Source: an optimization exercise on an open RTL-to-GDS flow (aim: small area and a short achievable clock period). Production flows keep margins and buffers that such runs may drop. Where RTL was checked, it was by simulation tests only, not by an equivalence proof against the original. The RTL of runs 2 to 4 was laid out without a check of its function. Power is estimated from default activity; no workload was simulated.

==> flow/design.v <==
package d_mem_pkg;
  localparam int NUM_LANES = 4;
  localparam int VEC_W     = 8;
  localparam int DATA_W    = NUM_LANES * VEC_W;
  typedef enum logic [1:0] {
    SZ_BYTE = 2'b00,
    SZ_HALF = 2'b01,
    SZ_WORD = 2'b10,
    SZ_RSVD = 2'b11
  } size_e;
  typedef struct packed {
    size_e      size;
    logic       is_unsigned;
    logic [1:0] lane;
  } ld_ctx_t;
endpackage
import d_mem_pkg::*;
module d_mem_lane_align (
  input  d_mem_pkg::size_e                 size,
  input  logic [1:0]                       lane,
  input  logic [DATA_W-1:0]                wdata,
  output logic [NUM_LANES-1:0]             be,
  output logic [NUM_LANES-1:0][VEC_W-1:0]  wdata_rep,
  input  logic [DATA_W-1:0]                rword,
  input  d_mem_pkg::ld_ctx_t               ctx,
  output logic [DATA_W-1:0]                rdata
);
  logic [NUM_LANES-1:0][VEC_W-1:0] wd;
  function automatic logic [NUM_LANES-1:0] byte_en(logic [1:0] sz, logic [1:0] lane);
    case (sz)
      SZ_BYTE: byte_en = 4'b0001 << lane;
      SZ_HALF: byte_en = lane[1] ? 4'b1100 : 4'b0011;
      SZ_WORD: byte_en = 4'b1111;
      default: byte_en = 4'b0000;
    endcase
  endfunction
  function automatic logic [DATA_W-1:0] load_extend(logic [DATA_W-1:0] word, logic [1:0] ctx_size,
                                                     logic ctx_is_unsigned, logic [1:0] ctx_lane);
    logic [DATA_W-1:0] sh;
    logic              sb;
    sh = word >> {ctx_lane, 3'b000};
    sb = 1'b0;
    case (ctx_size)
      SZ_BYTE: begin
        sb = ~ctx_is_unsigned & sh[7];
        load_extend = {{(DATA_W-8){sb}}, sh[7:0]};
      end
      SZ_HALF: begin
        sb = ~ctx_is_unsigned & sh[15];
        load_extend = {{(DATA_W-16){sb}}, sh[15:0]};
      end
      default: load_extend = word;
    endcase
  endfunction
  assign wd = wdata;
  assign be = byte_en(size, lane);
  for (genvar i = 0; i < NUM_LANES; i++) begin : g_lane
    assign wdata_rep[i] = (size == SZ_BYTE) ? wd[0] :
                          (size == SZ_HALF) ? wd[i % 2] : wd[i];
  end
  assign rdata = load_extend(rword, ctx.size, ctx.is_unsigned, ctx.lane);
endmodule
import d_mem_pkg::*;
module d_mem_sized #(
  parameter int MEM_WORDS  = 64,
  parameter int ADDR_WIDTH = 32
) (
  input  logic                  clk,
  input  logic                  rst_n,
  input  logic                  req,
  input  logic                  we,
  input  logic [1:0]            size,
  input  logic                  is_unsigned,
  input  logic [ADDR_WIDTH-1:0] addr,
  input  logic [DATA_W-1:0]     wdata,
  output logic [DATA_W-1:0]     rdata,
  output logic                  rvalid,
  output logic                  err
);
  localparam int IDX_W  = $clog2(MEM_WORDS);
  localparam int STAGES = 1;
  function automatic logic is_aligned(logic [1:0] sz, logic [1:0] lane);
    case (sz)
      SZ_BYTE: is_aligned = 1'b1;
      SZ_HALF: is_aligned = ~lane[0];
      SZ_WORD: is_aligned = (lane == 2'b00);
      default: is_aligned = 1'b0;
    endcase
  endfunction
  logic [NUM_LANES-1:0][VEC_W-1:0] mem [MEM_WORDS];
  d_mem_pkg::size_e                sz;
  logic [1:0]                      lane;
  logic [IDX_W-1:0]                idx;
  logic [ADDR_WIDTH-1:0]           addr_hi;
  logic                            in_range;
  logic                            legal;
  logic                            acc_st, acc_ld, acc_bad;
  logic [NUM_LANES-1:0]            be;
  logic [NUM_LANES-1:0][VEC_W-1:0] wdata_rep;
  logic [DATA_W-1:0]               rword_q;
  d_mem_pkg::ld_ctx_t              ctx_q;
  logic [STAGES:1]                 vld_pipe, err_pipe;
  assign sz      = d_mem_pkg::size_e'(size);
  assign lane    = addr[1:0];
  assign idx     = addr[IDX_W+1:2];
  assign addr_hi = addr >> (IDX_W + 2);
  logic unused_addr_hi;
  assign unused_addr_hi = |addr_hi;
  assign in_range       = 1'b1;
  assign legal   = is_aligned(sz, lane) & in_range;
  assign acc_st  = req &  we & legal;
  assign acc_ld  = req & ~we & legal;
  assign acc_bad = req & ~legal;
  d_mem_lane_align u_align (
    .size      (sz),
    .lane      (lane),
    .wdata     (wdata),
    .be        (be),
    .wdata_rep (wdata_rep),
    .rword     (rword_q),
    .ctx       (ctx_q),
    .rdata     (rdata)
  );
  always_ff @(posedge clk) begin
    if (acc_st) begin
      for (int b = 0; b < NUM_LANES; b++) begin
        if (be[b]) mem[idx][b] <= wdata_rep[b];
      end
    end
  end
  always_ff @(posedge clk or negedge rst_n) begin
    if (!rst_n) begin
      rword_q <= '0;
      ctx_q   <= '0;
    end else if (acc_ld) begin
      rword_q <= mem[idx];
      ctx_q   <= {sz, is_unsigned, lane};
    end
  end
  always_ff @(posedge clk or negedge rst_n) begin
    if (!rst_n) begin
      vld_pipe <= '0;
      err_pipe <= '0;
    end else begin
      vld_pipe <= STAGES'({vld_pipe, acc_ld});
      err_pipe <= STAGES'({err_pipe, acc_bad});
    end
  end
  assign rvalid = vld_pipe[STAGES];
  assign err    = err_pipe[STAGES];
endmodule
==> flow/run.sh <==
#!/bin/bash
# synth_recipe.tcl (not shown) runs the flow's synth.tcl, then flattens the netlist and writes it again
# the make line also repeats each setting of config.mk as NAME=value (left out here)
make -C /OpenROAD-flow-scripts/flow DESIGN_CONFIG=/design/flow/config.mk WORK_HOME=/design/flow/orfs CLKGATE_MAP_FILE= SYNTH_SCRIPT=/design/flow/synth_recipe.tcl finish
==> flow/config.mk <==
export PLATFORM = sky130hd
export DESIGN_NAME = d_mem_sized
export DESIGN_NICKNAME = d_mem_sized
export VERILOG_FILES = /design/flow/design.v
export SDC_FILE = /design/flow/constraint.sdc
export NUM_CORES = 4
export LEC_CHECK = 0
export CAP_MARGIN = 20
export CORE_MARGIN = 2
export CORE_UTILIZATION = 40
export SLEW_MARGIN = 20
==> flow/constraint.sdc <==
create_clock -name core_clock -period 5.5 [get_ports {clk}]
set_input_delay 1.1000 -clock core_clock [delete_from_list [all_inputs] [get_ports {clk}]]
set_output_delay 1.1000 -clock core_clock [all_outputs]
set_load 0.01 [all_outputs]
==> out/results.ini, run 1 <==
[outcome]
status=timing/DRC/antenna clean

[finish]
layout.nets=5044
area_growth_syn_to_layout_pct=15.8
final_cell_mix=edfxtp_1 (2048), nor2_1 (410), buf_4 (410)
final_common_cell=edfxtp_1
fin_util=0.467
drive_gt1_frac=0.207

[route]
firstDrtPassIters=8
vias_per_cell=6.25
wl_per_cell_um=35.2
dr.first_iter.drc_count=7179
routed_wl_um=275000
num_vias=48964
drc=0
ant_nets=0

[power]
switching_share=0.239
p_comb_frac=0.078
seqPwrFrac=0.523
ir_drop_mv=0.351
p_per_area_nw_per_um2=361
clockPowerShare=0.399
p_total_mw=34.2
p_sw_mw=8.18
intPower_mw=26.0
leakagePower_nw=30.4

[global_route]
grtUsageTotal=0.259
antenna_found_initial=19
grt_max_degree=109
grt_pass1_wl_um=375000
grt_pass1_vias=46291
overflow=0

[setup_path]
start_kind=flip-flop
path_max_fanout=51
arrival_ps=3830
path_class=flip-flop to output pin
worstPathRequired_ps=4400
cp_cell_sequence=nor2b_1 > a221oi_1 > clkdlybuf4s50_1
slowest_delay_ps=1020
worst_setup_path_end_kind=output pin
slowest_stage=dfrtp_2

[clocking]
cts-root-buf=clkbuf_16
clock_sinks=2087
post_cts_buffers=0
clk_path_buf_depth=3
tritoncts=yes
cts_buffers=207
clk_latency_ps=880
cts.clk_slew.worst_paths_ps=60
h-tree-depth=4
holdBufCountCts=0
post_cts_resized=0

[floorplan]
core_um2=203000
fp.dieW_um=456
ioPinCount=105
die_h_um=456
dieArea_um2=208000
rows=165
start_util=0.403

[sta]
fin_crit_sh=0.896
drv_slew=0
min_period_ps=4930
rsz0062_at_grt=false
skew_ps=52.0
relSlewSlack=0.211
tightest_slew_ps=1180
setup_viol=0
fin_tns_setup_ps=0
max_freq_mhz=203
hold_viol=0

[synth]
synth_seq_cells=2087
synth_top_area_share=0.752
synthSimpleGateAreaFrac=0.0359
synthXorXnorAreaFrac=0.000107
yosysWarnings=2
synthAdderAreaFrac=0
synthDistinctLibCells=76
ys.flop_type=edfxtp_1
ys_top_cells_by_area=edfxtp_1 (75%), mux4_2 (5.3%), mux2i_1 (3.4%), a221oi_1 (2.9%), nor2_1 (1.9%)
syn_area_um2=81800
syn_avg_cell_area_um2=17.9
ys_async_sr_fraction=0.0187
ys_seq_area_frac=0.764
synth-edff-count=2048
synth_top_family_by_area=multiplexers
synth.area.mux_share=0.100
syn_inst=4574
synth_nets=4645
synth_compound_area_frac=0.0787
synth_top_area_cell=edfxtp_1

[placed_design]
detailed_place_hpwl_um=176000
gp_congestion=0.928
io_buffers=80

[run]
cap_viol_max_count=0

[worst_hold_path]
hold_path.class=input port to asynchronous set/reset pin

[stage by stage]
stage,hold slack [ps],std cells,setup WS (ps),area (um2)
after floorplan,482,4574,512,81800
after detailed placement,523,7433,458,88100
after global routing,334,7823,550,94700
after CTS,321,7815,564,94600
final,339,7829,573,94700
after global placement,532,7430,579,88000
[area by class of cell]
type                            count  area (um2)
Clock buffer                      276        5560
Inverter                           12        53.8
Timing Repair Buffer              521        4500
Antenna cell                       11        27.5
Fill cell                       17069      108000
Tap cell                         2672        3340
Multi-Input combinational cell   2144       17800
Clock inverter                    106         965
Sequential cell                  2087       62500
[critical path, delay by kind of cell, from the launching register on]
family                 cells  cell delay, ps
flip-flops                 1            1020
AO/OA/AOI/OAI              1             870
buffers and inverters      1             690
AND/OR/NAND/NOR            1             340
[synthesized netlist by cell type (11+ instances only)]
cell	instances
edfxtp_1	2048
nand4_1	15
a22o_1	28
o32a_1	22
clkbuf_1	129
o21ai_0	120
mux4_2	194
mux2i_1	279
a31oi_1	22
a21oi_1	71
nor2_1	416
mux2_2	90
a221oi_1	271
buf_1	30
a22oi_1	101
o211ai_1	13
dfrtp_1	39
buf_6	23
nand2_1	176
o22ai_1	112
nand3_1	29
nor3_1	11
a21o_1	18
buf_2	123
buf_4	22
[path summary, 6_finish.rpt]
kind                                          from                      end  slack, ps  cells past startpoint
max in group asynchronous                    rst_n     ctx_q[4]$_DFFE_PN0P_       4160                      2
min in group core_clock    rword_q[20]$_DFFE_PN0P_  rword_q[20]$_DFFE_PN0P_        550                      2
max reg2reg                  mem[46][21]$_DFFE_PP_  rword_q[21]$_DFFE_PN0P_       3190                      5
max                           ctx_q[4]$_DFFE_PN0P_                 rdata[3]        570                      3
min reg2reg                rword_q[20]$_DFFE_PN0P_  rword_q[20]$_DFFE_PN0P_        550                      2
min                                          rst_n       err_pipe$_DFF_PN0_        340                      1
[power groups by stage]
stage	sequential (mW)	combinational, mW	clock [mW]
after global placement	18.2	2.55	0
after global routing	17.9	2.73	14.4
after detailed placement	18.2	2.59	0
after CTS	17.9	2.60	13.8
after floorplan	18.0	1.29	0
final	17.9	2.66	13.6
[cells by family after synthesis]
logic type,after synthesis
DFF,2087
AOI/OAI and AO/OA,872
and+or+nand+nor,707
muxes,564
buffers and inverters,343
xor gates and xnor gates,1
[layer usage]
metal | vias up | part of all wire | global-route usage
met1 | 25413 | 0.37 | 0.343
li1 | 19500 | - | -
met5 | - | 0.0019 | 0.00987
met4 | 28 | 0.064 | 0.142
met3 | 682 | 0.12 | 0.0748
met2 | 3341 | 0.44 | 0.384
[state kept, by name, summed over array words and instances (netlist names)]
name and flops:
err_pipe 1, mem 2048, ctx_q 5, vld_pipe 1, rword_q 32
==> run 2, diff against run 1 <==
==> flow/design.v (replaced) <==
package d_mem_pkg;
  localparam int NUM_LANES = 4;
  localparam int VEC_W     = 8;
  localparam int DATA_W    = NUM_LANES * VEC_W;
  typedef enum logic [1:0] {
    SZ_BYTE = 2'b00,
    SZ_HALF = 2'b01,
    SZ_WORD = 2'b10,
    SZ_RSVD = 2'b11
  } size_e;
  typedef struct packed {
    size_e      size;
    logic       is_unsigned;
    logic [1:0] lane;
  } ld_ctx_t;
endpackage
import d_mem_pkg::*;
module d_mem_lane_align (
  input  logic [DATA_W-1:0] rword,
  input  logic [1:0]        ld_size,
  input  logic              ld_unsigned,
  input  logic [1:0]        ld_lane,
  output logic [DATA_W-1:0] rdata
);
  logic [7:0]  b0, b1;
  logic        sb;
  always_comb begin
    case (ld_lane)
      2'd0: b0 = rword[7:0];
      2'd1: b0 = rword[15:8];
      2'd2: b0 = rword[23:16];
      default: b0 = rword[31:24];
    endcase
    b1 = ld_lane[1] ? rword[31:24] : rword[15:8];
    sb = ~ld_unsigned & (ld_size[0] ? b1[7] : b0[7]);
    rdata[7:0]   = b0;
    rdata[15:8]  = (ld_size == 2'b00) ? {8{sb}} : b1;
    rdata[31:16] = ld_size[1] ? rword[31:16] : {16{sb}};
  end
endmodule
import d_mem_pkg::*;
module d_mem_sized #(
  parameter int MEM_WORDS  = 64,
  parameter int ADDR_WIDTH = 32
) (
  input  logic                  clk,
  input  logic                  rst_n,
  input  logic                  req,
  input  logic                  we,
  input  logic [1:0]            size,
  input  logic                  is_unsigned,
  input  logic [ADDR_WIDTH-1:0] addr,
  input  logic [DATA_W-1:0]     wdata,
  output logic [DATA_W-1:0]     rdata,
  output logic                  rvalid,
  output logic                  err
);
  localparam int IDX_W = $clog2(MEM_WORDS);
  logic [1:0]       lane;
  logic [IDX_W-1:0] idx;
  logic             legal;
  logic             acc_st, acc_ld, acc_bad;
  logic [3:0]       be;
  logic [7:0]       wd [4];
  logic [MEM_WORDS-1:0] row;
  assign lane = addr[1:0];
  assign idx  = addr[IDX_W+1:2];
  always_comb begin
    case (size)
      2'b00:   legal = 1'b1;
      2'b01:   legal = ~lane[0];
      2'b10:   legal = (lane == 2'b00);
      default: legal = 1'b0;
    endcase
  end
  assign acc_st  = req &  we & legal;
  assign acc_ld  = req & ~we & legal;
  assign acc_bad = req & ~legal;
  assign be[0] = ~lane[1] & ~lane[0] | size[1];
  assign be[1] = ~lane[1] & (lane[0] | size[0]) | size[1];
  assign be[2] =  lane[1] & ~lane[0] | size[1];
  assign be[3] =  lane[1] & (lane[0] | size[0]) | size[1];
  assign wd[0] = wdata[7:0];
  assign wd[1] = (size == 2'b00) ? wdata[7:0] : wdata[15:8];
  assign wd[2] = size[1] ? wdata[23:16] : wdata[7:0];
  assign wd[3] = (size == 2'b00) ? wdata[7:0] : (size[1] ? wdata[31:24] : wdata[15:8]);
  for (genvar w = 0; w < MEM_WORDS; w++) begin : g_row
    assign row[w] = (idx == w);
  end
  logic [31:0] mem [MEM_WORDS];
  for (genvar w = 0; w < MEM_WORDS; w++) begin : g_w
    for (genvar b = 0; b < 4; b++) begin : g_b
      always_ff @(posedge clk) begin
        if (acc_st & row[w] & be[b]) mem[w][8*b +: 8] <= wd[b];
      end
    end
  end
  logic [31:0] rword;
  always_comb begin
    rword = '0;
    for (int w = 0; w < MEM_WORDS; w++) rword |= mem[w] & {32{row[w]}};
  end
  logic [31:0] rword_q;
  logic [1:0]  ld_size_q;
  logic        ld_unsigned_q;
  logic [1:0]  ld_lane_q;
  always_ff @(posedge clk or negedge rst_n) begin
    if (!rst_n) begin
      rword_q       <= '0;
      ld_size_q     <= '0;
      ld_unsigned_q <= 1'b0;
      ld_lane_q     <= '0;
    end else if (acc_ld) begin
      rword_q       <= rword;
      ld_size_q     <= size;
      ld_unsigned_q <= is_unsigned;
      ld_lane_q     <= lane;
    end
  end
  d_mem_lane_align u_align (
    .rword       (rword_q),
    .ld_size     (ld_size_q),
    .ld_unsigned (ld_unsigned_q),
    .ld_lane     (ld_lane_q),
    .rdata       (rdata)
  );
  always_ff @(posedge clk or negedge rst_n) begin
    if (!rst_n) begin
      rvalid <= 1'b0;
      err    <= 1'b0;
    end else begin
      rvalid <= acc_ld;
      err    <= acc_bad;
    end
  end
endmodule
==> out/results.ini, run 2 <==
[outcome]
status=timing/DRC/antenna clean

[finish]
area_growth_syn_to_layout_pct=19.0
reg_top3=mem x2048, rword_q x32
fin_util=0.480
multiInputGateArea_um2=14700
postLayoutCellArea_um2=92500
top_register=mem
largest_register_ffs=2048
layout.nets=5128
drive_gt1_frac=0.193
ff_latch_area_um2=62500
final_common_cell=edfxtp_1
fillers=16080
final_cell_mix=edfxtp_1 (2048), a22oi_1 (721), buf_4 (519)

[setup_path]
worstPathRequired_ps=4400
path_class=flip-flop to output pin
arrival_ps=3950
worst_r2r_startpoint=mem[22][8]$_DFFE_PP_
crit_start=ld_lane_q[1]$_DFFE_PN0P_
r2r_end=rword_q[8]$_DFFE_PN0P_
regToRegSetupSlack_ps=2810
reg2reg_depth=7
path_max_fanout=17
endpoint=rdata[8]
start_kind=flip-flop
worst_setup_path_end_kind=output pin

[global_route]
antenna_found_initial=40
grtUsageTotal=0.353
grt_max_degree=65
grt_pass1_vias=48997
grt_pass1_wl_um=458000
overflow=0

[route]
wl_per_cell_um=45.6
vias_per_cell=6.99
dr.first_iter.drc_count=11682
num_vias=54443
routed_wl_um=355000
firstDrtPassIters=10
ant_nets=0
drc=0

[clocking]
holdBufCountCts=0
post_cts_resized=0
cts_buffers=203
post_cts_buffers=0
clk_latency_ps=870
tritoncts=yes
clock_sinks=2087
clk_path_buf_depth=3
h-tree-depth=4
cts.clk_slew.worst_paths_ps=70
cts-root-buf=clkbuf_16

[sta]
setup_ws_ps=445
max_freq_mhz=198
tightest_slew_ps=1300
drv_slew=0
relSlewSlack=0.135
min_period_ps=5050
setup_viol=0
rsz0062_at_grt=false
hold_viol=0
fin_tns_setup_ps=0
fin_crit_sh=0.919
skew_ps=27.4

[synth]
synthSimpleGateAreaFrac=0.0630
ys.flop_type=edfxtp_1
synth_compound_area_frac=0.104
synth_top_area_cell=edfxtp_1
synthXorXnorAreaFrac=0.000113
synth_seq_cells=2087
synthDistinctLibCells=58
yosysWarnings=4
synthAdderAreaFrac=0
synth-edff-count=2048
yosysMostFrequentCell=edfxtp_1
synth_top_area_share=0.791
syn_avg_cell_area_um2=17.2
syn_area_um2=77700
ys_seq_area_frac=0.804
synth.area.mux_share=0.0129
syn_inst=4507
ys_top_cells_by_count=edfxtp_1 (2048), a22oi_1 (721), nor2_1 (319)
ys_async_sr_fraction=0.0187
ys_top_cells_by_area=edfxtp_1 (79%), a22oi_1 (7.0%), nor2_1 (1.5%), dfrtp_1 (1.3%), nand4_1 (1.2%)
synth_nets=4578
synth_top_family_by_area=compound AO/OA/AOI/OAI gates

[floorplan]
core_um2=193000
rows=161
dieArea_um2=198000
die_h_um=445
ioPinCount=105
fp.dieW_um=445
start_util=0.403

[run]
cap_viol_max_count=0

[power]
p_comb_frac=0.054
leakagePower_nw=29.6
p_sw_mw=7.71
p_per_area_nw_per_um2=369
intPower_mw=26.4
ir_drop_mv=0.272
switching_share=0.226
clockPowerShare=0.423
seqPwrFrac=0.523

[placed_design]
dpl_cell_area_um2=85600
io_buffers=80
pre_cts_ws_ps=713
gp_congestion=1.02
detailed_place_hpwl_um=227000

[worst_hold_path]
hold_path.class=input port to asynchronous set/reset pin

-- run 2: kinds of logic (layout without fill, tap and decap cells) --
logic type / after synthesis / in the layout
AOI/OAI and AO/OA: 1064 / 1064
xor gates and xnor gates: 1 / 1
buffers and inverters: 288 / 1016
DFF: 2087 / 2087
muxes: 93 / 93
other: 0 / 29
and+or+nand+nor: 974 / 974
-- run 2: area by class of cell --
class                      instances  area share
tap                             2526      0.0342
antenna                           29    0.000785
timing repair buffer             631      0.0569
multi-input combinational       2132       0.158
clock buffer                     271      0.0608
sequential                      2087       0.675
clock inverter                   112      0.0134
inverter                           2   0.0000812
-- run 2: critical path, cell delays in order, from the launching register on --
cell             delay, ps
dfrtp_1                680
buf_4                  350
mux2_2                 220
mux2i_1                 70
or3_1                  330
or2_2                  430
o21ai_0                350
clkdlybuf4s50_1        680
-- run 2: through the flow --
stage               hold WS [ps]  instances  power (mW)
finish                       347       7790        34.2
CTS                          343       7761        34.0
detailed placement           472       7378        20.0
global placement             466       7376        19.9
global route                 354       7762        34.7
floorplan                    439       4507        18.7
-- run 2: routing by layer --
metal | GRT usage | vias up | part of all wire
met5 | 0 | - | 0.00051
met3 | 0.132 | 1311 | 0.17
li1 | - | 19760 | -
met2 | 0.503 | 5912 | 0.42
met1 | 0.453 | 27434 | 0.33
met4 | 0.223 | 26 | 0.078
-- run 2: worst min-delay path by stage --
stage                         startpoint                        end  slack, ps  depth (start not counted)
4_1_cts                            rst_n    rword_q[31]$_DFFE_PN0P_        340                          1
6_report                           rst_n    rword_q[31]$_DFFE_PN0P_        350                          1
5_1_grt                            rst_n    rword_q[31]$_DFFE_PN0P_        350                          1
3_3_place_gp   ld_unsigned_q$_DFFE_PN0P_  ld_unsigned_q$_DFFE_PN0P_        470                          2
3_5_place_dp   ld_unsigned_q$_DFFE_PN0P_  ld_unsigned_q$_DFFE_PN0P_        470                          2
2_1_floorplan  ld_unsigned_q$_DFFE_PN0P_  ld_unsigned_q$_DFFE_PN0P_        440                          2
-- run 2: power groups by stage --
stage,logic [mW],clock network (mW),registers [mW]
after floorplan,0.703,0,18.0
after global placement,1.77,0,18.2
after detailed placement,1.80,0,18.2
after CTS,1.80,14.3,17.8
after global routing,1.88,15.0,17.8
final,1.86,14.4,17.9
==> run 3, diff against run 2 <==
--- a/flow/design.v
+++ b/flow/design.v
@@ -100,30 +100,18 @@
     rword = '0;
     for (int w = 0; w < MEM_WORDS; w++) rword |= mem[w] & {32{row[w]}};
   end
-  logic [31:0] rword_q;
-  logic [1:0]  ld_size_q;
-  logic        ld_unsigned_q;
-  logic [1:0]  ld_lane_q;
+  logic [31:0] rdata_d;
+  d_mem_lane_align u_align (
+    .rword       (rword),
+    .ld_size     (size),
+    .ld_unsigned (is_unsigned),
+    .ld_lane     (lane),
+    .rdata       (rdata_d)
+  );
   always_ff @(posedge clk or negedge rst_n) begin
-    if (!rst_n) begin
-      rword_q       <= '0;
-      ld_size_q     <= '0;
-      ld_unsigned_q <= 1'b0;
-      ld_lane_q     <= '0;
-    end else if (acc_ld) begin
-      rword_q       <= rword;
-      ld_size_q     <= size;
-      ld_unsigned_q <= is_unsigned;
-      ld_lane_q     <= lane;
-    end
+    if (!rst_n)      rdata <= '0;
+    else if (acc_ld) rdata <= rdata_d;
   end
-  d_mem_lane_align u_align (
-    .rword       (rword_q),
-    .ld_size     (ld_size_q),
-    .ld_unsigned (ld_unsigned_q),
-    .ld_lane     (ld_lane_q),
-    .rdata       (rdata)
-  );
   always_ff @(posedge clk or negedge rst_n) begin
     if (!rst_n) begin
       rvalid <= 1'b0;
--- a/flow/config.mk
+++ b/flow/config.mk
@@ -8,4 +8,5 @@
 export CAP_MARGIN = 20
 export CORE_MARGIN = 2
 export CORE_UTILIZATION = 40
+export SETUP_SLACK_MARGIN = 2.5
 export SLEW_MARGIN = 20
==> out/results.ini, run 3 <==
[finish]
fillers=15884
final_cell_mix=edfxtp_1 (2048), nand3_1 (733), a22oi_1 (394)
ff_latch_area_um2=62300
area_growth_syn_to_layout_pct=28.0
layout.nets=5714
multiInputGateArea_um2=20000
reg_top3=mem x2048, rdata x32
drive_gt1_frac=0.274
top_register=mem
final_common_cell=edfxtp_1
largest_register_ffs=2048

[clocking]
clk_latency_ps=910
tritoncts=yes
cts_buffers=202
clk_path_buf_depth=3
h-tree-depth=4
cts.clk_slew.worst_paths_ps=70
clock_sinks=2082
cts-root-buf=clkbuf_16

[route]
routed_wl_um=364000
ant_nets=0
dr_wl_met2_um=153000
dr.first_iter.drc_count=11737
wl_met1_um=121000
drc=0
wl_per_cell_um=43.0
firstDrtPassIters=7
vias_per_cell=6.85
routed.top_layer=met5
num_vias=58003
dr_wl_met3_um=57900

[setup_path]
regToRegSetupSlack_ps=2670
critPathBufInv=6
critPathTopFamily=buffers and inverters
reg2reg_depth=10
endpoint=rdata[30]$_DFFE_PN0P_
worst_setup_path_end_kind=flip-flop
path_class=input port to flip-flop
cp.depth=14
worstPathRequired_ps=6320
slowest_stage=a2111o_1
r2r_end=rdata[14]$_DFFE_PN0P_
crit_start=addr[7]
start_kind=input port
slowest_delay_ps=520
arrival_ps=4160
worst_r2r_startpoint=mem[11][31]$_DFFE_PP_
path_max_fanout=13
cp_cell_sequence=buf_16 > buf_6 > nand4b_1 > buf_4 > nor2_4 > buf_4 > a22oi_1 > and3_1 > nand4_1 > buf_6 > o311ai_2 > a2111o_1 > buf_8 > nand3_1

[sta]
skew_ps=47.3
setup_ws_ps=2150
drv_slew=0
setup_viol=0
max_freq_mhz=299
min_period_ps=3350
tightest_slew_ps=1180
hold_viol=0
relSlewSlack=0.211
rsz0062_at_grt=true
fin_crit_sh=0.609
fin_tns_setup_ps=0

[placed_design]
io_buffers=80
detailed_place_hpwl_um=221000
pre_cts_ws_ps=73.3
gp_congestion=1.03

[floorplan]
dieArea_um2=202000
die_h_um=450
start_util=0.403
core_um2=197000
rows=163
ioPinCount=105
fp.dieW_um=450

[power]
p_per_area_nw_per_um2=331
ir_drop_mv=0.328
leakagePower_nw=33.2

[synth]
synth_top_area_share=0.773
ys_top_cells_by_count=edfxtp_1 (2048), nand3_1 (748), a22oi_1 (417)
ys.flop_type=edfxtp_1
syn_avg_cell_area_um2=15.8
ys_seq_area_frac=0.784
synthDistinctLibCells=70
ys_async_sr_fraction=0.0163
yosysWarnings=4
synth_seq_cells=2082
synth-edff-count=2048
ys_top_cells_by_area=edfxtp_1 (77%), nand3_1 (4.7%), a22oi_1 (3.9%), nand4_1 (1.8%), and3_1 (1.5%)
synth_top_area_cell=edfxtp_1
syn_inst=5049
yosysMostFrequentCell=edfxtp_1
synth_nets=5120
syn_area_um2=79600

[global_route]
grt_pass1_vias=52606
antenna_found_initial=21
grt_pass1_wl_um=473000
overflow=0
grtUsageTotal=0.347
grt_max_degree=68

[run]
cap_viol_max_count=0

[worst_hold_path]
hold_path.class=input port to asynchronous set/reset pin

[outcome]
status=timing/DRC/antenna clean

## run 3: cell types whose count changed in the layout (fill, tap and decap cells not counted), moves of 56 or more
cell	previous run	this run
nand3_1	45	733
nand4_1	145	235
buf_12	30	204
a22oi_1	721	394
nand2_1	183	104
buf_4	519	388
a22o_1	80	24
nor2_1	298	7
a32oi_1	22	86
and3_1	82	179
nor2_4	25	275
buf_6	0	60
## run 3: cell families after synthesis
family,Yosys count,share of synthesized area
AO/OA/AOI/OAI,698,0.0696
XOR/XNOR,1,0.000110
buffers and inverters,396,0.0213
flip-flops,2082,0.784
multiplexers,41,0.00549
AND/OR/NAND/NOR,1831,0.120
## run 3: cell type report
| type | instances | area share |
|---|---|---|
| flip-flops and latches | 2082 | 0.612 |
| multi-input cells | 2575 | 0.196 |
| repair buffers | 778 | 0.0947 |
| clock buffers | 245 | 0.0512 |
| well taps | 2640 | 0.0324 |
| clock inverters | 123 | 0.0126 |
| diodes | 17 | 0.000418 |
| inverters | 4 | 0.000184 |
## run 3: worst register-to-register path: cells and delay by family, from the launching register on
family	cells	cell delay (ps)
flops	1	400
buf+inv	2	440
simple gates	3	720
compound gates	5	1130
## run 3: how the worst min path moves through the flow
stage	start	end	slack (ps)	depth (start not counted)
4_1_cts	rst_n	rdata[31]$_DFFE_PN0P_	380	1
2_1_floorplan	rdata[8]$_DFFE_PN0P_	rdata[8]$_DFFE_PN0P_	530	1
3_3_place_gp	rdata[16]$_DFFE_PN0P_	rdata[16]$_DFFE_PN0P_	480	2
5_1_grt	rst_n	rdata[26]$_DFFE_PN0P_	440	1
6_report	rst_n	rdata[31]$_DFFE_PN0P_	390	1
3_5_place_dp	rdata[22]$_DFFE_PN0P_	rdata[22]$_DFFE_PN0P_	480	2
## run 3: per-layer routing
layer / vias up / global-route usage
met3: 1352 / 0.129
met4: 14 / 0.243
met1: 29204 / 0.438
met2: 5764 / 0.494
met5: - / 0.00852
li1: 21669 / -
## run 3: repair_timing
action	4_1_cts	5_1_grt
setup endpoints to repair	1936	1100
pin swaps	212	116
buffers inserted	285	62
gates cloned	21	4
gates resized for setup	342	119
hold buffers	0	0
## run 3: metrics by stage
step	utilization	area, um2	hold slack (ps)	total power, mW	instances
after CTS	0.507	100000	382	33.5	8380
after global placement	0.445	87800	480	19.7	7706
after floorplan	-	83300	529	18.8	5049
after global routing	0.516	102000	440	34.2	8454
final	0.516	102000	393	33.7	8464
after detailed placement	0.445	87800	482	19.7	7706
## run 3: report_power, final
group	switching [mW]	total (mW)	internal [mW]	leakage [nW]
Clock	6.17	13.9	7.70	3.15
Combinational	1.51	2.20	0.684	11.4
Sequential	0.0503	17.7	17.6	18.7
Total	7.74	33.7	26.0	33.2
==> run 4, diff against run 3 <==
--- a/flow/config.mk
+++ b/flow/config.mk
@@ -8,5 +8,5 @@
 export CAP_MARGIN = 20
 export CORE_MARGIN = 2
 export CORE_UTILIZATION = 40
-export SETUP_SLACK_MARGIN = 2.5
+export SETUP_SLACK_MARGIN = 3.2
 export SLEW_MARGIN = 20
==> out/results.ini, run 4 <==
[outcome]
status=timing/DRC/antenna clean

[clocking]
cts_buffers=204
clk_path_buf_depth=3
clk_latency_ps=880
cts-root-buf=clkbuf_16
clock_sinks=2082
h-tree-depth=4
holdBufCountCts=0
cts.clk_slew.worst_paths_ps=60
tritoncts=yes

[synth]
synth_nets=5120
yosysMostFrequentCell=edfxtp_1
synth.area.mux_share=0.00549
syn_area_um2=79600
synth_top_family_by_area=simple AND/OR/NAND/NOR gates
synthSimpleGateAreaFrac=0.120
synth_top_area_share=0.773
synth_seq_cells=2082
ys_seq_area_frac=0.784
ys_top_cells_by_count=edfxtp_1 (2048), nand3_1 (748), a22oi_1 (417)
yosysWarnings=4
ys_top_cells_by_area=edfxtp_1 (77%), nand3_1 (4.7%), a22oi_1 (3.9%), nand4_1 (1.8%), and3_1 (1.5%)
synth_top_area_cell=edfxtp_1
synthXorXnorAreaFrac=0.000110
synth_compound_area_frac=0.0696
syn_inst=5049
synth-edff-count=2048
ys.flop_type=edfxtp_1
synthAdderAreaFrac=0
ys_async_sr_fraction=0.0163
syn_avg_cell_area_um2=15.8
synthDistinctLibCells=70

[sta]
hold_viol=0
fin_hold_ws_ps=402
skew_ps=39.4
setup_ws_ps=2110
relSlewSlack=0.282
drv_slew=0
max_freq_mhz=295
setup_viol=0
tightest_slew_ps=1070
fin_crit_sh=0.616
rsz0062_at_grt=true
min_period_ps=3390
fin_tns_setup_ps=0

[setup_path]
r2r_end=rdata[13]$_DFFE_PN0P_
slowest_delay_ps=640
path_max_fanout=10
arrival_ps=4200
reg2reg_depth=10
slowest_stage=or4b_4
path_class=input port to flip-flop
worstPathRequired_ps=6310
worst_setup_path_end_kind=flip-flop
worst_r2r_startpoint=mem[10][31]$_DFFE_PP_
start_kind=input port
cp_cell_sequence=buf_16 > buf_16 > or4b_4 > nor2_4 > buf_6 > a22oi_2 > nand4_1 > nor4_2 > buf_4 > nand4_1 > buf_6 > buf_4 > nand3_1 > nand3_1
regToRegSetupSlack_ps=2550

[route]
routed_wl_um=383000
vias_per_cell=6.97
drc=0
num_vias=60700
wl_per_cell_um=44.0
ant_nets=0
firstDrtPassIters=9
dr.first_iter.drc_count=13174

[worst_hold_path]
hold_path.class=input port to asynchronous set/reset pin

[placed_design]
post-place-cells=7676
dpl_cell_area_um2=88500
io_buffers=80
detailed_place_hpwl_um=217000
pre_cts_ws_ps=-56.6
gp_congestion=1.01

[global_route]
antenna_found_initial=21
grtUsageTotal=0.357
grt_pass1_vias=54442
overflow=0
grt_max_degree=66
grt_pass1_wl_um=487000

[floorplan]
die_h_um=450
dieArea_um2=202000
start_util=0.403
core_um2=197000
fp.dieW_um=450
ioPinCount=105
rows=163

[power]
leakagePower_nw=34.7
ir_drop_mv=0.282
p_per_area_nw_per_um2=315
p_total_mw=33.5

[finish]
postLayoutCellArea_um2=106000
fin_util=0.538
top_register=mem
multiInputGateArea_um2=20900
final_common_cell=edfxtp_1
area_growth_syn_to_layout_pct=33.6
drive_gt1_frac=0.316
ff_latch_area_um2=62300
stdcell_count=8705
largest_register_ffs=2048
final_cell_mix=edfxtp_1 (2048), nand3_1 (727), buf_4 (440)
reg_top3=mem x2048, rdata x32
fillers=15151
layout.nets=5951

[run]
cap_viol_max_count=0

[run 4: cell count changes in the layout (fill, tap and decap cells not counted), sizes merged, moves of 2 or more]
| cell | delta |
|---|---|
| clkbuf | +33 |
| bufinv | -13 |
| clkinv | -7 |
| buf | +256 |
| diode | +2 |
| dlygate4sd2 | -2 |
| and4bb | +2 |
| inv | +5 |
| bufbuf | -3 |
| and2 | +3 |
| clkdlybuf4s50 | -36 |
[run 4: area by class of cell]
type | count | share of cell area
diodes | 19 | 0.000447
clock buffers | 263 | 0.0514
clock inverters | 109 | 0.00755
inverters | 4 | 0.000141
multi-input cells | 2581 | 0.197
flip-flops and latches | 2082 | 0.587
well taps | 2640 | 0.0311
repair buffers | 1007 | 0.126
[run 4: cell families (layout without fill, tap and decap cells)]
group,after synthesis,count (layout)
DFF,2082,2082
and+or+nand+nor,1831,1840
AOI/OAI and AO/OA,698,699
buffers and inverters,396,1383
muxes,41,41
xor gates and xnor gates,1,1
other,0,19
[run 4: repair_timing]
item / CTS / global route
gates cloned: 31 / 19
setup endpoints to repair: 3138 / 1618
setup buffers: 470 / 118
pin swaps: 319 / 169
resized for setup: 495 / 215
[run 4: worst max path at each step]
stage / endpoint / slack [ps] / cells past startpoint / from
finish: rdata[22]$_DFFE_PN0P_ / 2110 / 14 / addr[6]
global route: rdata[6]$_DFFE_PN0P_ / 2200 / 12 / addr[2]
detailed placement: rdata[26]$_DFFE_PN0P_ / -60 / 11 / addr[2]
global placement: rdata[22]$_DFFE_PN0P_ / -190 / 10 / addr[3]
CTS: rdata[26]$_DFFE_PN0P_ / 2310 / 14 / addr[5]
floorplan: rdata[9]$_DFFE_PN0P_ / 2070 / 12 / addr[2]
[run 4: worst max-delay path: cells and delay by family]
family                 cells  cell delay (ps)
AOI/OAI and AO/OA          1              130
and+or+nand+nor            7             1820
buffers and inverters      6             1090
[run 4: routing by layer]
metal	routed length, um	vias up	GRT usage
met4	35000	16	0.254
met5	445	-	0.00545
met3	64200	1681	0.141
met1	126000	30437	0.447
li1	-	22189	-
met2	157000	6377	0.503
[run 4: power by group]
part           switching [mW]  leakage [nW]  internal [mW]
logic                    1.61          13.0          0.737
clock network            6.17          3.06           7.33
registers              0.0487          18.7           17.6
total                    7.82          34.7           25.7

## what the ideal ports hide
In the flow no input, the clock included, has a driving cell. The finished layouts below were timed again as built, in two steps. Step 1 assumes that a clkbuf_16 drives the clock port and a buf_2 every other input. Step 2 times the ports against the registers' clock, not the clock port: input delays grow and output delays shrink by t, the midpoint of the rising clock arrivals with the driver on. a / b / c = ideal ports / drivers / drivers and shift; a / b = the first two.
run	t, ns	setup slack, ns	clock arrival spread, ns	worst data-port slew with drivers (ns)	cell pins on the clock port's net
run 1	0.940	0.573 / 0.486 / 0.514	0.054 / 0.055	0.08	1
run 2	0.937	0.445 / 0.355 / 0.414	0.046 / 0.046	0.11	1
run 3	0.971	2.150 / 2.005 / 1.034	0.058 / 0.058	0.31	1
run 4	0.953	2.109 / 1.998 / 1.045	0.046 / 0.046	0.27	1
After both steps every run listed still meets setup and hold. For run 3, which loses most, drivers alone change the setup slack by -0.145 ns; drivers and shift together by -1.116 ns.
